Background: an optimization exercise with open tools, aiming at small area, a short achievable clock period and few clock cycles per item. Do not read the settings as production practice. The RTL was checked by simulation tests, not by an equivalence proof against the original design.

## flow/design.v (module list and top-level ports; edited modules follow where they fit)
// module image_row_buffer: 37 lines
// module window_sequencer: 208 lines
// module window_digits: 34 lines
// module pe_array: 4453 lines
// module conv_row_stationary_top: 68 lines
module conv_row_stationary_top (
  input  logic                     clk,
  input  logic                     rst_n,
  input  logic                     i_pix_we,
  input  conv_ctrl_pkg::row_idx_t  i_pix_row,
  input  conv_ctrl_pkg::col_idx_t  i_pix_col,
  input  conv_geom_pkg::pixel_t    i_pix_data,
  input  logic                     i_start,
  input  conv_geom_pkg::filter_t   i_filter,
  output logic                     o_busy,
  output logic                     o_valid,
  output conv_ctrl_pkg::grp_idx_t  o_grp,
  output conv_ctrl_pkg::col_idx_t  o_col,
  output conv_geom_pkg::osum_t     o_sum0,
  output conv_geom_pkg::osum_t     o_sum1,
  output conv_geom_pkg::osum_t     o_sum2,
  output logic                     o_done
);
  // ...
==> flow/flow/run.sh <==
#!/bin/bash
set -e
here=$(pwd)
{
  echo "include $here/config.mk"
  echo "export DONT_USE_CELLS += sky130_fd_sc_hd__a222oi_1 sky130_fd_sc_hd__a22oi_1"
  echo "export SETUP_SLACK_MARGIN = 6.55"
  echo "export BUFFER_PORTS_ARGS = -buffer_cell sky130_fd_sc_hd__buf_4"
} > flow_config.mk
bash standard.sh DESIGN_CONFIG=$here/flow_config.mk finish > standard.log 2>&1
==> flow/standard.sh <==
#!/bin/bash
# synth_recipe.tcl (not shown) runs the flow's synth.tcl, then flattens the netlist and writes it again
# the make line also repeats each setting of config.mk as NAME=value (left out here)
make -C /OpenROAD-flow-scripts/flow DESIGN_CONFIG=/design/flow/config.mk WORK_HOME=/design/flow/orfs CLKGATE_MAP_FILE= SYNTH_SCRIPT=/design/flow/synth_recipe.tcl "${@:-finish}"
==> flow/config.mk <==
export PLATFORM = sky130hd
export DESIGN_NAME = conv_row_stationary_top
export DESIGN_NICKNAME = conv_row_stationary_top
export VERILOG_FILES = /design/flow/design.v
export SDC_FILE = /design/flow/constraint.sdc
export NUM_CORES = 4
export LEC_CHECK = 0
export CAP_MARGIN = 20
export CORE_MARGIN = 2
export CORE_UTILIZATION = 45
export CTS_BUF_LIST = sky130_fd_sc_hd__clkbuf_8
export SLEW_MARGIN = 20
export TNS_END_PERCENT = 20
==> flow/constraint.sdc <==
create_clock -name core_clock -period 10.0 [get_ports {clk}]
set_input_delay 2.0000 -clock core_clock [delete_from_list [all_inputs] [get_ports {clk}]]
set_output_delay 2.0000 -clock core_clock [all_outputs]
set_load 0.01 [all_outputs]
==> qor.txt, run 1 <==
Status = timing/DRC/antenna clean
NumNets Final = 9978
Area of the multi-input gates = 47900 um^2
Worst R2R Setup Slack = 6.43 ns
Max Root-Sink Buffers = 4
DR WL/cell = 32.1 um
Pin count of the biggest net entering global routing = 86
Wirelength, routed = 367 mm
XOR/XNOR Fraction of Synth Area = 1.07%
R2r endpoint = u_array.q2_4[63]
Worst setup path category = register to output pin
Clock-cell share of area = 5.62%
Compound-Gate Fraction of Synth Area = 13.7%
Port Buffers = 156
Ports = 157
Max_cap viols = 0
Met1 Wirelength = 136 mm
Initial antenna violation count = 35
Synth-to-layout area growth = 11.7%
Critical path endpoint = o_busy
Syn Nets = 9898
PostCTS Resize Cnt = 43
RSZ-0062 raised after global routing = true
GPL Wtd Cong = 1.06
Die height = 441 um
Testbench counts, summed over its fixed seeds: cycles 7,352, runs 256.
==> run 2: changes to the inputs <==
--- a/flow/config.mk
+++ b/flow/config.mk
@@ -10,4 +10,2 @@
 export CORE_UTILIZATION = 45
-export CTS_BUF_LIST = sky130_fd_sc_hd__clkbuf_8
 export SLEW_MARGIN = 20
-export TNS_END_PERCENT = 20
==> run 2 against run 1 <==
Global-route usage shrank 0.63 points; worst setup slack gained 0.12 ns; core utilization grew 0.38 points; cell count shrank 1.6%; first-iteration DRC count grew 3.2%; clock skew shrank 0.037 ns; synthesized area is the same; sequential share of layout area shrank 0.26 points; routed wire length shrank 1.8%; critical endpoint is now u_buf.img[420].
==> qor.txt, run 2 <==
Status = timing/DRC/antenna clean (unchanged)
Gate Count Post-Synth = 8636 (unchanged)
ANT nets after route = 0 (unchanged)
Hold depth = 0 (unchanged)
Placed insts = 10887 (was 10875)
Register clock-pin slew on the reported worst setup and hold paths = 0.06 ns (about the same)
Worst-Margin Slew = 1.37 ns (was 1.31 ns)
GPL Wtd Cong = 1.07 (was 1.06)
Mapped cell area = 86100 um^2 (unchanged)
Area of the multi-input gates = 48100 um^2 (was 47900 um^2)
Clock tree from TritonCTS = built (unchanged)
Global-route wire length before repair = 501 mm (was 508 mm)
Min-delay worst type = register to register (unchanged)
Max reg flops = 512 (unchanged)
Worst setup path category = input port to register (was register to output pin)
R2R cell count = 8 (unchanged)
Met1 GRT Util = 44.5% (was 45.9%)
Synth unique cells = 65 (unchanged)
Worst reg2reg startpoint = u_seq.o_f[47] (was u_win.o_sel[104])
Reg area = 31600 um^2 (about the same)
Max Root-Sink Buffers = 3 (was 4)
Port Buffers = 156 (unchanged)
Vias in the first global route = 67388 (was 68139)
NumNets Final = 9856 (was 9978)
YS warnings = 5 (unchanged)
Register area share after synthesis = 36.6% (unchanged)
Synth Flop Type = dfxtp_1 (unchanged)
Row cnt = 160 (unchanged)
Die width = 441 um (unchanged)
Worst hold slack = 0.327 ns (was 0.301 ns)
Crit-path cells = buf_4 > ha_4 > inv_2 > fa_2 > nand2b_1 > nor2_4 > nand2_1 > nor2_1 > a21oi_1 (was buf_6)
First-pass DRT Iterations = 20 (was 10)
Area share of the largest cell type after synthesis = 30.7% (unchanged)
Crit-path leading delay family = simple AND/OR/NAND/NOR gates (was flip-flops)
Met2 Usage GRT = 50.8% (was 52.2%)
Setup TNS = 0 ns (unchanged)
Registers with the most flip-flops = u_buf.img: 512 flops, u_win.o_sel: 180 flops (unchanged)
Buffers and inverters on the worst path = 2 (was 1)
Slew Limit Headroom = 8.69% (was 12.6%)
Min-delay src = u_seq.t2_g (was u_seq.t0_g)
Leading area contributor after synthesis = dfxtp_1 (unchanged)
R2r endpoint = u_array.q2_4[72] (was u_array.q2_4[63])
Arrival time at the worst endpoint = 4.24 ns (was 1.63 ns)
Synth-to-layout area growth = 12.6% (was 11.7%)
Crit-path slowest cell = fa_2 (was dfrtp_2)
Worst R2R Setup Slack = 6.53 ns (was 6.43 ns)
Core Box Area = 190000 um^2 (unchanged)
Commonest non-fill, non-tap cell in the layout = dfxtp_1 (unchanged)
H-tree levels = 4 (was 5)
Clk sinks = 1494 (unchanged)
Final core occ = 51.0% (was 50.6%)
Final setup vio count = 0 (unchanged)
Die height = 441 um (unchanged)
Tmin final = 3.51 ns (was 3.63 ns)
Via-to-Cell Ratio = 6.04 (about the same)
Non-filler cells, final = 11271 (was 11453)
Critical Path RT = 10.73 ns (was 8.00 ns)
Initial antenna violation count = 33 (was 35)
Met3 Usage GRT = 18.3% (was 16.8%)
Detailed placement HPWL = 250 mm (was 258 mm)
Avg Cell Area, Syn = 9.97 um^2 (unchanged)
Top-count cell post-synth = dfxtp_1 (unchanged)
Final count of hold timing violations = 0 (unchanged)
Residual DRC = 0 (unchanged)
Worst-path maximum fanout = 16 (was 3)
Vias = 68129 (was 69134)
Largest register by flop count = u_buf.img (unchanged)
Most frequent cells in the layout = dfxtp_1, inv_1, fa_1 (unchanged)
Startpoint Class = input port (was register)
Hold Path Sink = u_seq.o_grp (was u_seq.t1_g)
EDFF count, synth = 153 (unchanged)
Pins Over Slew Limit = 0 (unchanged)
Setup Skew = 0.103 ns (was 0.140 ns)
Max_cap viols = 0 (unchanged)
Crit path largest cell delay = 0.66 ns (was 0.42 ns)
RSZ-0062 raised after global routing = true (unchanged)
Pin count of the biggest net entering global routing = 91 (was 86)
Period utilisation layout = 35.1% (was 36.3%)
Filler cells = 17156 (was 17441)
Async set-reset flop share out of synthesis = 1.41% (unchanged)
1st-iter DRT viols = 10254 (was 9933)
GRT busiest layer = met2 (unchanged)
Total die area = 195000 um^2 (unchanged)
Total clock buffers created by CTS = 160 (was 280)
Commonest cells in the netlist = dfxtp_1, inv_1, fa_1 (unchanged)
Syn Nets = 9898 (unchanged)
Clk Latency, worst-skew pair = 0.90 ns (was 1.12 ns)
Starting Density = 45.3% (unchanged)
Synth top area cells = dfxtp_1, fa_1, a22o_1, a21oi_1, edfxtp_1 (unchanged)
Peak Freq = 285 MHz (was 275 MHz)
Critical Path Sink Type = register (was output pin)
DR WL/cell = 32.0 um (was 32.1 um)
Root Driver = clkbuf_16 (was clkbuf_8)
Remaining global-route overflow = 0 (unchanged)
GRT Resource Usage Total = 36.8% (was 37.4%)
Share of layout cells above drive strength 1 = 11.0% (was 11.4%)
Ports = 157 (unchanged)
Worst setup startpoint = i_pix_col[0] (was u_seq.o_busy)
Seq cells post-synth = 1494 (unchanged)
Wirelength, routed = 361 mm (was 367 mm)
run 2: worst reg2reg max path: stages, from the launching register on:
cell and delay, ns:
edfxtp_1 0.32, buf_4 0.50, and2_1 0.26, a21oi_1 0.05, fa_1 0.51, fa_2 0.55
fa_1 0.59, inv_1 0.08, fa_1 0.50
run 2: cell families (layout without fill, tap and decap cells):
logic type | Yosys count | count (layout) | share of synthesized area [%]
AO/OA/AOI/OAI | 1840 | 1840 | 13.7
XOR/XNOR | 103 | 103 | 1.07
adder cells (fa/ha/maj) | 1172 | 1172 | 25.6
buffers and inverters | 1806 | 1901 | 7.92
flip-flops | 1494 | 1494 | 36.6
multiplexers | 416 | 416 | 5.72
other | 0 | 29 | 0
AND/OR/NAND/NOR | 1805 | 1805 | 9.36
run 2: cell type report:
type	instances	area share, %
diodes	29	0.0749
inverters	1150	4.46
multi-input cells	5336	49.6
well taps	2511	3.24
repair buffers	452	4.10
flip-flops and latches	1494	32.6
clock inverters	85	1.15
clock buffers	214	4.72
run 2: how the worst max path moves through the flow:
stage	end	slack (ns)	depth (start not counted)
2_1_floorplan	u_buf.img[112]	6.10	10
3_3_place_gp	u_buf.img[55]	5.07	10
3_5_place_dp	u_buf.img[54]	5.09	10
4_1_cts	u_buf.img[160]	6.26	9
5_1_grt	u_buf.img[33]	6.34	9
6_report	u_buf.img[420]	6.49	9
run 2: stage by stage:
stage,cell area [um^2],setup WS (ns)
finish,96900,6.49
global route,96900,6.34
CTS,96200,6.26
detailed placement,89900,5.09
global placement,89900,5.07
floorplan,86300,6.10
run 2: what timing repair did:
item,in CTS,in global routing
gates resized for setup,53,112
pin swaps,1,12
cloned,0,1
setup buffers,32,21
endpoints found under the setup margin,512,382
hold buffers,0,0
run 2: metal layers:
layer | part of all wire [%] | wire (um) | vias up
li1 | - | - | 27911
met1 | 36 | 131000 | 33179
met2 | 40 | 143000 | 5399
met3 | 15 | 54300 | 1614
met4 | 8.7 | 31400 | 26
met5 | 0.20 | 713 | -
==> module image_row_buffer, before the edit <==
module image_row_buffer (
  input  logic          clk,
  input  logic          rst_n,
  input  logic          i_we,         
  input  logic [2:0]    i_wr_row,
  input  logic [2:0]    i_wr_col,
  input  logic [7:0]    i_wr_data,
  output logic [2:0]    o_phase,
  output logic [319:0]  o_taps        
);
  logic [2:0]   ph;
  logic [2:0]   wslot;
  logic [511:0] img;                  
  assign o_phase = ph;
  assign wslot   = i_wr_col - ph - 3'd1;
  always_ff @(posedge clk or negedge rst_n)
  begin
    if (!rst_n)
      ph <= '0;
    else
      ph <= ph + 3'd1;
  end
  always_ff @(posedge clk)
  begin
    for (int r = 0; r < 8; r++)
      for (int s = 0; s < 8; s++)
        img[(r*8+s)*8 +: 8] <= ~((i_we && i_wr_row == 3'(r) && wslot == 3'(s)) ?
                                 ((s % 2 == 1) ? i_wr_data : ~i_wr_data) :
                                 img[(r*8+((s+1)%8))*8 +: 8]);
  end
  always_comb
  begin
    for (int r = 0; r < 8; r++)
      for (int s = 0; s < 5; s++)
        o_taps[(r*5+s)*8 +: 8] = img[(r*8+s)*8 +: 8];
  end
endmodule
==> run 3: changes to the inputs <==
--- a/flow/design.v
+++ b/flow/design.v
@@ -28,6 +28,7 @@
   logic [2:0]   ph;
-  logic [2:0]   wslot;
+  logic [2:0]   slot_col [8];         
+  logic [7:0]   wrow;
+  logic [7:0]   wcol;
   logic [511:0] img;                  
   assign o_phase = ph;
-  assign wslot   = i_wr_col - ph - 3'd1;
   always_ff @(posedge clk or negedge rst_n)
@@ -35,5 +36,21 @@
     if (!rst_n)
+    begin
       ph <= '0;
+      for (int s = 0; s < 8; s++)
+        slot_col[s] <= 3'(s + 1);
+    end
     else
+    begin
       ph <= ph + 3'd1;
+      for (int s = 0; s < 8; s++)
+        slot_col[s] <= slot_col[s] + 3'd1;
+    end
+  end
+  always_comb
+  begin
+    for (int i = 0; i < 8; i++)
+    begin
+      wrow[i] = i_we && i_wr_row == 3'(i);
+      wcol[i] = i_wr_col == slot_col[i];
+    end
   end
@@ -43,3 +60,3 @@
       for (int s = 0; s < 8; s++)
-        img[(r*8+s)*8 +: 8] <= ~((i_we && i_wr_row == 3'(r) && wslot == 3'(s)) ?
+        img[(r*8+s)*8 +: 8] <= ~((wrow[r] && wcol[s]) ?
                                  ((s % 2 == 1) ? i_wr_data : ~i_wr_data) :
==> run 3 against run 2 <==
Still clean; synthesized area rose by 1.0%; largest cell class unchanged; cell count rose by 0.59%; register-to-register slack got worse by 0.06 ns; flip-flop and latch count rose by 24; highest routed layer unchanged.
==> qor.txt, run 3 <==
Arrival time at the worst endpoint = 4.24 ns (about the same)
Final count of hold timing violations = 0 (unchanged)
Residual DRC = 0 (unchanged)
Clk Latency, worst-skew pair = 0.88 ns (was 0.90 ns)
DR WL/cell = 31.2 um (was 32.0 um)
Ports = 157 (unchanged)
Peak Freq = 283 MHz (was 285 MHz)
1st-iter DRT viols = 10058 (was 10254)
Core Box Area = 192000 um^2 (was 190000 um^2)
Row cnt = 161 (was 160)
Area of the multi-input gates = 48200 um^2 (was 48100 um^2)
Area share of the largest cell type after synthesis = 30.4% (was 30.7%)
Die height = 444 um (was 441 um)
Critical Path Sink Type = register (unchanged)
Top-count cell post-synth = dfxtp_1 (unchanged)
Worst-Margin Slew = 1.23 ns (was 1.37 ns)
Setup TNS = 0 ns (unchanged)
Cts hold-fix bufs = 0 (unchanged)
Largest register by flop count = u_buf.img (unchanged)
H-tree levels = 4 (unchanged)
Clk sinks = 1518 (was 1494)
Post-DP Area = 90700 um^2 (was 89900 um^2)
Met1 GRT Util = 43.5% (was 44.5%)
Async set-reset flop share out of synthesis = 2.96% (was 1.41%)
Seq cells post-synth = 1518 (was 1494)
Commonest cells in the netlist = dfxtp_1, inv_1, fa_1 (unchanged)
Global-route wire length before repair = 498 mm (was 501 mm)
Gate Count Post-Synth = 8693 (was 8636)
Clock tree from TritonCTS = built (unchanged)
GRT busiest layer = met2 (unchanged)
Synth Flop Type = dfxtp_1 (unchanged)
Critical Path RT = 10.71 ns (was 10.73 ns)
Worst setup path category = register to register (was input port to register)
Register clock-pin slew on the reported worst setup and hold paths = 0.06 ns (about the same)
Most frequent cells in the layout = dfxtp_1, inv_1, fa_1 (unchanged)
Commonest non-fill, non-tap cell in the layout = dfxtp_1 (unchanged)
Avg Cell Area, Syn = 10.0 um^2 (was 9.97 um^2)
Synth unique cells = 65 (unchanged)
Min-delay worst type = register to register (unchanged)
Starting Density = 45.2% (was 45.3%)
Syn Nets = 9961 (was 9898)
Worst-path maximum fanout = 16 (unchanged)
Max_cap viols = 0 (unchanged)
Detailed placement HPWL = 240 mm (was 250 mm)
ANT nets after route = 0 (unchanged)
Post-route cell area = 97400 um^2 (was 96900 um^2)
Met2 Usage GRT = 49.6% (was 50.8%)
Reg area = 32200 um^2 (was 31600 um^2)
Tmin final = 3.53 ns (was 3.51 ns)
Max reg flops = 512 (unchanged)
PnR worst setup slack = 6.47 ns (was 6.49 ns)
Filler cells = 17208 (was 17156)
Vias in the first global route = 67822 (was 67388)
YS warnings = 6 (was 5)
Startpoint Class = register (was input port)
Share of layout cells above drive strength 1 = 10.5% (was 11.0%)
Crit-path slowest cell = dfxtp_2 (was fa_2)
Wirelength, routed = 354 mm (was 361 mm)
Pin count of the biggest net entering global routing = 120 (was 91)
Period utilisation layout = 35.3% (was 35.1%)
RSZ-0062 raised after global routing = true (unchanged)
Register area share after synthesis = 37.0% (was 36.6%)
Pins Over Slew Limit = 0 (unchanged)
Total die area = 197000 um^2 (was 195000 um^2)
Leading area contributor after synthesis = dfxtp_1 (unchanged)
Met3 Usage GRT = 16.9% (was 18.3%)
Initial antenna violation count = 21 (was 33)
NumNets Final = 9920 (was 9856)
Registers with the most flip-flops = u_buf.img: 512 flops, u_win.o_sel: 180 flops (unchanged)
Setup Skew = 0.0931 ns (was 0.103 ns)
Total clock buffers created by CTS = 164 (was 160)
GRT Resource Usage Total = 35.5% (was 36.8%)
Synth top area cells = dfxtp_1, fa_1, a22o_1, a21oi_1, edfxtp_1 (unchanged)
Synth-to-layout area growth = 12.0% (was 12.6%)
EDFF count, synth = 153 (unchanged)
Root Driver = clkbuf_16 (unchanged)
Status = timing/DRC/antenna clean (unchanged)
First-pass DRT Iterations = 13 (was 20)
Setup WS pre-CTS = 5.50 ns (was 5.09 ns)
Vias = 68856 (was 68129)
Mapped cell area = 87000 um^2 (was 86100 um^2)
Via-to-Cell Ratio = 6.07 (was 6.04)
Final setup vio count = 0 (unchanged)
Remaining global-route overflow = 0 (unchanged)
GPL Wtd Cong = 1.06 (was 1.07)
Max Root-Sink Buffers = 3 (unchanged)
Slew Limit Headroom = 18.1% (was 8.69%)
Crit-path cells = a22o_1 > a21oi_1 > fa_1 > fa_2 > fa_2 > inv_1 > fa_1 (was buf_4 > ha_4 > inv_2 > fa_2 > nand2b_1 > nor2_4 > nand2_1 > nor2_1 > a21oi_1)
Die width = 444 um (was 441 um)
Port Buffers = 156 (unchanged)
Crit path largest cell delay = 0.79 ns (was 0.66 ns)
[run 3: cell count changes in the layout (fill, tap and decap cells not counted), moves of 14 or more]
cell,previous run,this run
buf_4,366,380
nand2_1,805,833
nand2_2,22,1
xnor2_1,61,79
buf_6,52,38
xor2_1,39,53
[run 3: cell type report]
type,count,area share [%]
Multi-Input combinational cell,5367,49.5
Sequential cell,1518,33.1
Clock buffer,236,4.95
Inverter,1155,4.46
Timing Repair Buffer,446,3.90
Tap cell,2526,3.24
Clock inverter,66,0.848
Antenna cell,23,0.0591
[run 3: critical path: cells and delay by family (launching register included)]
kind / cells / cell delay, ns
flops: 1 / 0.79
fa+ha+maj: 4 / 2.22
buf+inv: 1 / 0.08
compound gates: 2 / 0.31
[run 3: repair_timing]
action	in CTS	in global routing
setup endpoints to repair	103	54
resized for setup	36	81
pin swaps	0	11
cloned	0	0
endpoints found under the hold margin	0	0
setup buffers	48	2
[run 3: final timing paths]
check,start,to,slack [ns],depth (start not counted)
min reg2reg,u_seq.t1_c[1],u_seq.t2_c[1],0.32,0
max in group asynchronous,rst_n,u_seq.pick[1],8.41,1
max,u_win.o_sel[42],u_array.q1_4[72],6.47,7
max reg2reg,u_win.o_sel[42],u_array.q1_4[72],6.47,7
min in group asynchronous,rst_n,u_buf.slot_col[7][0],1.15,1
min,u_seq.t1_c[1],u_seq.t2_c[1],0.32,0
[run 3: metrics by stage]
stage               hold WS (ns)  instances  utilization (%)
floorplan                  0.310       8693                -
global placement           0.311      10957             47.2
detailed placement         0.312      10958             47.2
CTS                        0.320      11308             50.4
global route               0.329      11318             50.6
finish                     0.321      11337             50.6
[run 3: cells by family after synthesis]
logic type	synth area share [%]
AOI/OAI and AO/OA	13.6
buffers and inverters	7.84
and+or+nand+nor	9.21
DFF	37.0
adders and majority gates	25.4
muxes	5.62
xor gates and xnor gates	1.33
[run 3: layer usage]
metal,share of wire [%],up-vias
met2,40,5559
met4,8.2,38
met5,0.26,-
met1,37,33481
li1,-,28116
met3,15,1662
Testbench counts of run 3, summed over its fixed seeds: cycles 7,352, runs 256.
==> run 4: changes to the inputs <==
--- a/flow/flow/run.sh
+++ b/flow/flow/run.sh
@@ -6,3 +6,3 @@
   echo "export DONT_USE_CELLS += sky130_fd_sc_hd__a222oi_1 sky130_fd_sc_hd__a22oi_1"
-  echo "export SETUP_SLACK_MARGIN = 6.55"
+  echo "export SETUP_SLACK_MARGIN = 6.7"
   echo "export BUFFER_PORTS_ARGS = -buffer_cell sky130_fd_sc_hd__buf_4"
--- a/flow/config.mk
+++ b/flow/config.mk
@@ -9,3 +9,3 @@
 export CORE_MARGIN = 2
-export CORE_UTILIZATION = 45
+export CORE_UTILIZATION = 50
 export SLEW_MARGIN = 20
==> run 4 against run 3 <==
Largest cell class unchanged; critical path depth up 1; hold slack better by 0.0048 ns; die area down 9.9%; core utilization up 7.1 points; register-to-register slack better by 0.07 ns.
==> qor.txt, run 4 <==
Worst-Margin Slew = 1.17 ns (was 1.23 ns)
Critical Path RT = 10.71 ns (about the same)
Residual DRC = 0 (unchanged)
Pins Over Slew Limit = 0 (unchanged)
Non-filler cells, final = 11252 (was 11337)
Setup WS pre-CTS = 5.98 ns (was 5.50 ns)
Async set-reset flop share out of synthesis = 2.96% (unchanged)
EDFF count, synth = 153 (unchanged)
Wirelength, routed = 382 mm (was 354 mm)
Tmin final = 3.46 ns (was 3.53 ns)
Starting Density = 50.2% (was 45.2%)
Remaining global-route overflow = 0 (unchanged)
Period utilisation layout = 34.6% (was 35.3%)
Status = timing/DRC/antenna clean (unchanged)
Crit-path cells = buf_12 > a22o_1 > a21oi_2 > fa_2 > fa_2 > fa_1 > inv_2 > fa_2 (was a22o_1 > a21oi_1 > fa_1 > fa_2 > fa_2 > inv_1 > fa_1)
Setup Skew = 0.0791 ns (was 0.0931 ns)
Synth unique cells = 65 (unchanged)
YS warnings = 6 (unchanged)
Port Buffers = 156 (unchanged)
Arrival time at the worst endpoint = 4.17 ns (was 4.24 ns)
Syn Nets = 9961 (unchanged)
Pin count of the biggest net entering global routing = 110 (was 120)
NumNets Final = 10024 (was 9920)
Row cnt = 153 (was 161)
Global-route wire length before repair = 515 mm (was 498 mm)
Seq cells post-synth = 1518 (unchanged)
Synth-to-layout area growth = 15.1% (was 12.0%)
Setup TNS = 0 ns (unchanged)
Register area share after synthesis = 37.0% (unchanged)
Die height = 421 um (was 444 um)
Share of layout cells above drive strength 1 = 14.3% (was 10.5%)
Mapped cell area = 87000 um^2 (unchanged)
Largest register by flop count = u_buf.img (unchanged)
Min-delay src = u_seq.t2_c[0] (was u_seq.t1_c[1])
Worst R2R Setup Slack = 6.54 ns (was 6.47 ns)
DR WL/cell = 33.9 um (was 31.2 um)
Startpoint Class = register (unchanged)
Worst reg2reg startpoint = u_seq.o_f[62] (was u_win.o_sel[42])
Post-DP Area = 90900 um^2 (was 90700 um^2)
Worst-path maximum fanout = 12 (was 16)
Initial antenna violation count = 35 (was 21)
Commonest cells in the netlist = dfxtp_1, inv_1, fa_1 (unchanged)
Leading area contributor after synthesis = dfxtp_1 (unchanged)
Crit path largest cell delay = 0.71 ns (was 0.79 ns)
Core Box Area = 173000 um^2 (was 192000 um^2)
Clk Latency, worst-skew pair = 0.88 ns (about the same)
Synth Flop Type = dfxtp_1 (unchanged)
Worst setup path category = register to register (unchanged)
Registers with the most flip-flops = u_buf.img: 512 flops, u_win.o_sel: 180 flops (unchanged)
Area share of the largest cell type after synthesis = 30.4% (unchanged)
Top-count cell post-synth = dfxtp_1 (unchanged)
Hold depth = 0 (unchanged)
Most used cell, CP = fa_2
RSZ-0062 raised after global routing = true (unchanged)
Routed wl met3 = 57.7 mm (was 52.2 mm)
Critical Path Sink Type = register (unchanged)
Vias = 70793 (was 68856)
ANT nets after route = 0 (unchanged)
Max reg flops = 512 (unchanged)
Gate Count Post-Synth = 8693 (unchanged)
Buffers and inverters on the worst path = 2 (was 1)
Max_cap viols = 0 (unchanged)
1st-iter DRT viols = 10099 (was 10058)
Most frequent cells in the layout = dfxtp_1, inv_1, fa_1 (unchanged)
Clock tree from TritonCTS = built (unchanged)
Ports = 157 (unchanged)
Synth top area cells = dfxtp_1, fa_1, a22o_1, a21oi_1, edfxtp_1 (unchanged)
Met1 Wirelength = 136 mm (was 131 mm)
Hold Path Sink = u_seq.o_col[0] (was u_seq.t2_c[1])
Commonest non-fill, non-tap cell in the layout = dfxtp_1 (unchanged)
Vias in the first global route = 67800 (was 67822)
Final count of hold timing violations = 0 (unchanged)
Crit-path leading delay family = adder cells (unchanged)
Placed insts = 10772 (was 10958)
H-tree levels = 4 (unchanged)
Register clock-pin slew on the reported worst setup and hold paths = 0.06 ns (about the same)
Total clock buffers created by CTS = 162 (was 164)
GRT Resource Usage Total = 41.2% (was 35.5%)
Top layer in use = met5 (unchanged)
PnR worst setup slack = 6.54 ns (was 6.47 ns)
Via-to-Cell Ratio = 6.29 (was 6.07)
Slew Limit Headroom = 22.0% (was 18.1%)
Final setup vio count = 0 (unchanged)
R2r endpoint = u_array.q1_4[72] (unchanged)
Detailed placement HPWL = 245 mm (was 240 mm)
Min-delay worst type = register to register (unchanged)
Worst hold slack = 0.326 ns (was 0.321 ns)
First-pass DRT Iterations = 9 (was 13)
Root Driver = clkbuf_16 (unchanged)
Clk sinks = 1518 (unchanged)
Met2 WL = 150 mm (was 141 mm)
Max Root-Sink Buffers = 3 (unchanged)
Die width = 421 um (was 444 um)
R2R cell count = 8 (was 7)
Total die area = 177000 um^2 (was 197000 um^2)
Avg Cell Area, Syn = 10.0 um^2 (unchanged)
Peak Freq = 289 MHz (was 283 MHz)
GPL Wtd Cong = 1.01 (was 1.06)
Crit-path slowest cell = fa_2 (was dfxtp_2)
Post-route cell area = 100000 um^2 (was 97400 um^2)
run 4: changes by cell type in the layout (fill, tap and decap cells not counted), moves of 35 or more:
cell     delta
a21oi_1    -92
a21oi_2    +87
buf_12     +35
buf_4      -65
buf_6      +99
dfxtp_1    -50
dfxtp_2    +55
run 4: final cells by class:
type	instances	area, um^2
fillers	14839	73300
multi-input cells	5367	49000
flip-flops and latches	1518	32300
repair buffers	552	6030
clock buffers	244	4750
inverters	1155	4340
well taps	2325	2910
clock inverters	56	777
diodes	35	87.6
run 4: how the worst max path moves through the flow:
stage                                  end  cells past startpoint     startpoint
after global routing      u_array.q1_4[72]                      8  u_seq.o_f[62]
after floorplan             u_seq.o_f3[18]                      8    i_filter[9]
after CTS                           o_busy                      1   u_seq.o_busy
after global placement      u_buf.img[456]                      5       i_pix_we
after detailed placement    u_buf.img[459]                      5       i_pix_we
final                     u_array.q1_4[72]                      8  u_seq.o_f[62]
run 4: what timing repair did:
action	4_1_cts	5_1_grt
hold buffers	0	0
gates resized for setup	279	245
gates cloned	11	17
endpoints found under the setup margin	137	138
pin swaps	51	104
buffers inserted	53	62
run 4: metrics by stage:
stage	util [%]
2_1_floorplan	-
3_3_place_gp	52.4
3_5_place_dp	52.4
4_1_cts	56.7
5_1_grt	57.7
6_report	57.7
run 4: logic make-up after synthesis:
group,synth area share [%]
AO/OA/AOI/OAI,13.6
buffers and inverters,7.84
AND/OR/NAND/NOR,9.21
flip-flops,37.0
adder cells (fa/ha/maj),25.4
multiplexers,5.62
XOR/XNOR,1.33
run 4: routing by layer:
metal / track usage, % / vias up
met5: 0.726 / -
met2: 57.1 / 5993
met1: 50.4 / 34495
met4: 28.4 / 40
met3: 19.8 / 1910
li1: - / 28355

separate check: timing with driven ports:
Ports are ideal in the flow. The routed layouts listed here were re-timed in OpenROAD.
Step 1, drivers: a clkbuf_16 drives clk and a buf_2 each remaining input, both assumed.
Step 2 also shifts input and output timing later by t, the mid clock arrival at the registers, as if the neighbouring blocks saw the same clock.
Three values: ideal ports, drivers, drivers and shift; two values: the first two.
run	t (ns)	setup WS [ns]	worst setup path at the end
run 1	1.143	6.368 / 6.278 / 5.335	input to register
run 2	0.937	6.488 / 6.450 / 5.614	input to register
run 3	0.922	6.468 / 6.468 / 5.918	input to register
run 4	0.933	6.536 / 6.515 / 6.023	input to register
After both steps every run listed still meets setup and hold. The setup slack of run 1, which loses most, moves by -0.090 ns with the drivers and by -1.033 ns with both steps.
